This design comes from an exercise in tuning for small area, a short achievable clock period and few clock cycles per item on the open sky130 flow, not from production work. No run shown here included a check of the RTL's function; only the layout flow was run. Power and IR drop assume default switching activity.

==> flow/design.v (outline; a module is shown in full before it is edited, if it fits) <==
// module gf2_split_mul: 23 lines
// module clmul48_pipe: 3206 lines
module gf2_split_mul (
	input  wire         clk,
	input  wire         rst,
	input  wire         in_valid,
	output logic        in_ready,
	input  wire  [47:0] a,
	input  wire  [47:0] b,
	output logic        out_valid,
	input  wire         out_ready,
	output logic [95:0] c
);
  // ...
==> flow/flow/run.sh <==
#!/bin/bash
# Own layout flow: the standard flow (standard.sh) with the standard
# synthesis unchanged, then the layout steps with the delay cells
# (clkdlybuf4s*, dlygate*, dlymetal*) added to the don't-use list, so that
# the port buffers and the timing repair use plain buffers instead.
set -euo pipefail
W=$(pwd)
bash standard.sh synth > "$W/flow_synth.log" 2>&1
DELAY_CELLS=""
for c in clkdlybuf4s15_1 clkdlybuf4s15_2 clkdlybuf4s18_1 clkdlybuf4s18_2 \
	clkdlybuf4s25_1 clkdlybuf4s25_2 clkdlybuf4s50_1 clkdlybuf4s50_2 \
	dlygate4sd1_1 dlygate4sd2_1 dlygate4sd3_1 \
	dlymetal6s2s_1 dlymetal6s4s_1 dlymetal6s6s_1; do
	DELAY_CELLS="$DELAY_CELLS sky130_fd_sc_hd__$c"
done
# The design config is read before the platform's, whose list is added to this one.
{ cat "$W/config.mk"; echo "export DONT_USE_CELLS =$DELAY_CELLS"; } > "$W/own_config.mk"
sed "s|DESIGN_CONFIG=[^ ]*|DESIGN_CONFIG=$W/own_config.mk|" "$W/standard.sh" > "$W/own_standard.sh"
grep -q "DESIGN_CONFIG=$W/own_config.mk" "$W/own_standard.sh"
bash "$W/own_standard.sh" > "$W/flow_layout.log" 2>&1
==> flow/standard.sh <==
#!/bin/bash
# synth_recipe.tcl (not shown) runs the flow's synth.tcl, then flattens the netlist and writes it again
# the make line also repeats each setting of config.mk as NAME=value (left out here)
make -C /OpenROAD-flow-scripts/flow DESIGN_CONFIG=/design/flow/config.mk WORK_HOME=/design/flow/orfs CLKGATE_MAP_FILE= SYNTH_SCRIPT=/design/flow/synth_recipe.tcl "${@:-finish}"
==> flow/config.mk <==
export PLATFORM = sky130hd
export DESIGN_NAME = gf2_split_mul
export DESIGN_NICKNAME = gf2_split_mul
export VERILOG_FILES = /design/flow/design.v
export SDC_FILE = /design/flow/constraint.sdc
export NUM_CORES = 4
export LEC_CHECK = 0
export CAP_MARGIN = 20
export CORE_MARGIN = 2
export CORE_UTILIZATION = 60
export PLACE_DENSITY = 0.8
export SETUP_SLACK_MARGIN = 2.0
export SLEW_MARGIN = 20
export TNS_END_PERCENT = 0
==> flow/constraint.sdc <==
create_clock -name core_clock -period 5.0 [get_ports {clk}]
set_input_delay 1.0000 -clock core_clock [delete_from_list [all_inputs] [get_ports {clk}]]
set_output_delay 1.0000 -clock core_clock [all_outputs]
set_load 0.01 [all_outputs]
==> results.sh, run 1 <==
export IMPL_outcome="no timing/DRC/antenna violations"
export IMPL_min_period_ns=3.21
export IMPL_combPwrFrac_pct=71.9
export IMPL_end_kind="flip-flop"
export IMPL_yosysMostFrequentCell="xnor2_1"
export IMPL_wire_per_inst_um=20.8
export IMPL_buffers=411
export IMPL_path_clk_slew_ns=0.06
export IMPL_comb_cell_power_uw=9930
export IMPL_drtIter0Drc=3235
export IMPL_reg2regPathDepth=2
export IMPL_dr_wl_met3_um=11800
export IMPL_slew_headroom_pct=31.8
export IMPL_layout_drive_gt1_share_pct=9.58
export IMPL_worstPathCellList="buf_1, clkbuf_4, nand2_1, xor2_1, xnor2_2, xnor2_1, xnor2_1, xnor2_1, xnor2_1"
export IMPL_path_common_cell="xnor2_1"
export IMPL_cts_hold_buf=0
export IMPL_nClkBuffers=17
export IMPL_power_density_mw_per_mm2=530
export IMPL_fp_dieH_um=202
export IMPL_start_util_pct=60.9
export IMPL_swShare_pct=47.4
export IMPL_clock_sinks=130
export IMPL_nonClkBufAreaFrac_pct=7.11
export IMPL_clock_net_power_uw=1340
export IMPL_regArea_mm2=0.00389
==> run 2: changes to the inputs <==
--- a/flow/flow/run.sh
+++ b/flow/flow/run.sh
@@ -2,7 +2,10 @@
 # Own layout flow: the standard flow (standard.sh) with the standard
 # synthesis unchanged, then the layout steps with the delay cells
 # (clkdlybuf4s*, dlygate*, dlymetal*) added to the don't-use list, so that
-# the port buffers and the timing repair use plain buffers instead.
+# the port buffers and the timing repair use plain buffers instead, and with
+# the buffers of synthesis removed at floorplan (REMOVE_ABC_BUFFERS) instead
+# of a timing repair there without wires; the repair after clock tree
+# synthesis then sizes the logic with placement parasitics.
 set -euo pipefail
 W=$(pwd)
 bash standard.sh synth > "$W/flow_synth.log" 2>&1
@@ -14,7 +17,11 @@
 	DELAY_CELLS="$DELAY_CELLS sky130_fd_sc_hd__$c"
 done
 # The design config is read before the platform's, whose list is added to this one.
-{ cat "$W/config.mk"; echo "export DONT_USE_CELLS =$DELAY_CELLS"; } > "$W/own_config.mk"
+{
+	cat "$W/config.mk"
+	echo "export DONT_USE_CELLS =$DELAY_CELLS"
+	echo "export REMOVE_ABC_BUFFERS = 1"
+} > "$W/own_config.mk"
 sed "s|DESIGN_CONFIG=[^ ]*|DESIGN_CONFIG=$W/own_config.mk|" "$W/standard.sh" > "$W/own_standard.sh"
 grep -q "DESIGN_CONFIG=$W/own_config.mk" "$W/own_standard.sh"
 bash "$W/own_standard.sh" > "$W/flow_layout.log" 2>&1
==> run 2 against run 1 <==
Against the previous run:
- hold slack gained 0.0044 ns
- final area shrank 1.5%
- critical endpoint is now u_mul.r[103]$_DFFE_PP_
- critical path depth is the same
- synthesized cell count is the same
==> results.sh, run 2 <==
export IMPL_outcome="no timing/DRC/antenna violations"
export IMPL_synthDistinctLibCells=17
export IMPL_stdcell_area_mm2=0.0257
export IMPL_async_flop_share_pct=0
export IMPL_gp_congestion=1.06
export IMPL_overflow=0
export IMPL_crit_fanout=10
export IMPL_instances_no_fill=3883
export IMPL_wire_per_inst_um=20.5
export IMPL_ys_seq_area_share_pct=16.5
export IMPL_synth_warning_count=2
export IMPL_die_x_um=202
export IMPL_syn_area_mm2=0.0236
export IMPL_largest_register_ff_count=129
export IMPL_drtIter0Drc=3159
export IMPL_diodes=0
export IMPL_mostFrequentLayoutCells="1125 x xnor2_1, 717 x nor2_1, 572 x nand2_1, 264 x xor2_1, 240 x buf_1"
export IMPL_rsz0062_at_grt="yes"
export IMPL_ant_nets=0
export IMPL_ioPinCount=198
export IMPL_setup_viol=0
export IMPL_hold_viol_final=0
export IMPL_die_area_mm2=0.0409
export IMPL_fillers=3326
export IMPL_place_inst=3851
export IMPL_path_clk_slew_ns=0.06
export IMPL_grt_antenna_before_repair=0
export IMPL_area_growth_pct=8.80
export IMPL_cts_max_level=4
export IMPL_viasPerCell=5.62
export IMPL_synth_common_cells="1191 x xnor2_1, 717 x nor2_1, 572 x nand2_1"
export IMPL_max_stage_delay_ns=0.58
export IMPL_layout_drive_gt1_share_pct=8.68
export IMPL_power_density_mw_per_mm2=531
export IMPL_synth_area_top_cells="xnor2_1 44%, edfxtp_1 16%, nor2_1 11%"
export IMPL_regArea_mm2=0.00389
export IMPL_synth_top_area_share_pct=44.2
export IMPL_top_regs="u_mul.r (129), out_valid (1)"
export IMPL_post_route_period_util_pct=65.2
export IMPL_grt_pass1_wl_um=120000
export IMPL_max_freq_mhz=307
export IMPL_grt_max_degree=100
export IMPL_grt_busiest_layer="met2"
export IMPL_path_common_cell="xnor2_1"
export IMPL_wl_um=79700
export IMPL_synth_edff_count=129
export IMPL_drc=0
export IMPL_crit_family="XOR/XNOR gates"
export IMPL_core_area_mm2=0.0387
export IMPL_start_kind="input pin"
export IMPL_slew_viol_final=0
export IMPL_tightestPinTransition_ns=1.17
export IMPL_synth_fa_ha_area_share_pct=0
export IMPL_min_period_ns=3.26
export IMPL_setup_worst_path_class="input pin to flip-flop"
export IMPL_clock_sinks=130
export IMPL_firstDrtPassIters=6
export IMPL_critical_path_arrival_ns=3.43
export IMPL_start_util_pct=60.9
export IMPL_yosysMostFrequentCell="xnor2_1"
export IMPL_synthCells=3220
export IMPL_yosys_area_share_simple_pct=20.7
export IMPL_fin_hold_ws_ns=0.718
export IMPL_hp_class="input pin to flip-flop"
export IMPL_synth_top_family_by_area="XOR/XNOR gates"
export IMPL_fp_dieH_um=202
export IMPL_synth_mux_area_fraction_pct=0
export IMPL_critPathSlowestCell="xnor2_1"
export IMPL_cp_num_buf_inv=2
export IMPL_p_leak_uw=0.00965
export IMPL_cts_buffers_inserted=17
export IMPL_skew_ns=0.0140
export IMPL_multi_input_area_mm2=0.0187
export IMPL_gr_usage_met3_pct=7.27
export IMPL_ir_worst_vdd_mv=0.283
export IMPL_end_kind="flip-flop"
export IMPL_yosys_area_top_type="xnor2_1"
export IMPL_cts_buffer_depth=2
export IMPL_gr_usage_met1_pct=51.1
export IMPL_synth_xor_area_share_pct=56.0
export IMPL_regMostFlops="u_mul.r"
export IMPL_dp_hpwl_um=60800
export IMPL_met2_usage_pct=56.9
export IMPL_grt_pass1_vias=20300
export IMPL_row_count=72
export IMPL_synth_compound_area_share_pct=0.0212
export IMPL_nets=3453
export IMPL_syn_avg_cell_area_um2=7.32
export IMPL_track_usage_pct=38.2
export IMPL_cts_root_buf="clkbuf_16"
export IMPL_required_ns=5.17
export IMPL_synth_seq_cells=130
export IMPL_cts_hold_buf=0
export IMPL_slew_headroom_pct=21.7
export IMPL_final_common_cell="xnor2_1"
export IMPL_worstPathCellList="buf_1, xnor2_1, xnor2_1, buf_2, nor2_1, xnor2_1, xnor2_1, xnor2_1, xnor3_1"
export IMPL_clk_latency_ns=0.44
export IMPL_maxCapViolCount=0
export IMPL_place_area_mm2=0.0243
export IMPL_cts_tree="yes"
export IMPL_synthFlopType="edfxtp_1"
export IMPL_portBuffers=196
export IMPL_num_vias=21800
## run 2: cell counts after synthesis
No cell type changed its count.
## run 2: final timing paths
kind / startpoint / depth (start not counted) / endpoint / slack [ns]
min reg2reg: out_valid$_SDFFE_PP0P_ / 2 / out_valid$_SDFFE_PP0P_ / 0.91
max reg2reg: out_valid$_SDFFE_PP0P_ / 2 / u_mul.r[57]$_DFFE_PP_ / 3.04
min: rst / 2 / out_valid$_SDFFE_PP0P_ / 0.72
max: a[15] / 9 / u_mul.r[103]$_DFFE_PP_ / 1.74
## run 2: report_power, final
part | switching, µW | internal [µW]
Clock | 494 | 728
Sequential | 428 | 2130
Combinational | 5520 | 4320
Total | 6440 | 7180
## run 2: worst reg2reg max path: stages (launching register included)
cell      delay [ns]
dfxtp_1         0.33
nand2b_4        0.40
buf_6           0.74
## run 2: final cells by class
| class | instances | area share (%) |
|---|---|---|
| clock buffers | 21 | 1.72 |
| inverters | 1 | 0.0146 |
| repair buffers | 426 | 7.35 |
| multi-input cells | 2777 | 72.8 |
| clock inverters | 10 | 0.434 |
| well taps | 518 | 2.53 |
| flip-flops and latches | 130 | 15.2 |
## run 2: cells by family after synthesis
family                 count (synthesis)
XOR/XNOR                            1478
AND/OR/NAND/NOR                     1297
buffers and inverters                313
flip-flops                           130
AO/OA/AOI/OAI                          1
other                                  1
## run 2: through the flow
stage               setup TNS, ns  utilization [%]  worst slack [ns]  total power [µW]
detailed placement              0             62.9              1.05             12000
finish                          0             66.2              1.74             13600
CTS                             0             65.4              1.89             13400
global route                    0             66.2              1.78             14200
global placement                0             62.9              1.09             11800
floorplan                  -0.201                -            -0.201              9110
## run 2: what timing repair did
item,in CTS,in global routing
hold endpoints to repair,0,0
setup endpoints to repair,63,66
buffers inserted,0,1
resized for setup,121,88
pin swaps,0,3
## run 2: metal layers
layer	wire length (µm)	part of all wire [%]	vias up
met1	29500	37	10000
met2	33600	42	1643
met5	0	0	-
met4	5910	7.4	0
li1	-	-	9796
met3	10700	13	341

what the ideal ports hide:
The results above use ideal ports. As a check the final layouts listed here were re-extracted and re-timed, cells and wires unchanged.
Step 1, drivers: a clkbuf_16 drives clk and a buf_2 each remaining input, both assumed.
Step 2 times the ports against the registers' clock, not the clock port: input delays grow and output delays shrink by t, the midpoint of the rising clock arrivals with the driver on.
Three values: ideal, step 1, step 2; two values: the first two.
run | t, ns | setup slack, ns | worst hold slack (ns) | slew at the worst register clock pin (ns)
run 1 | 0.492 | 1.791 / 1.818 / 1.326 | 0.714 / 0.687 / 1.066 | 0.07 / 0.07
run 2 | 0.480 | 1.740 / 1.764 / 1.283 | 0.718 / 0.691 / 0.907 | 0.07 / 0.07
After both steps setup and hold are still met in every run listed. For run 1, which loses most, drivers alone change the setup slack by +0.027 ns; drivers and shift together by -0.465 ns.
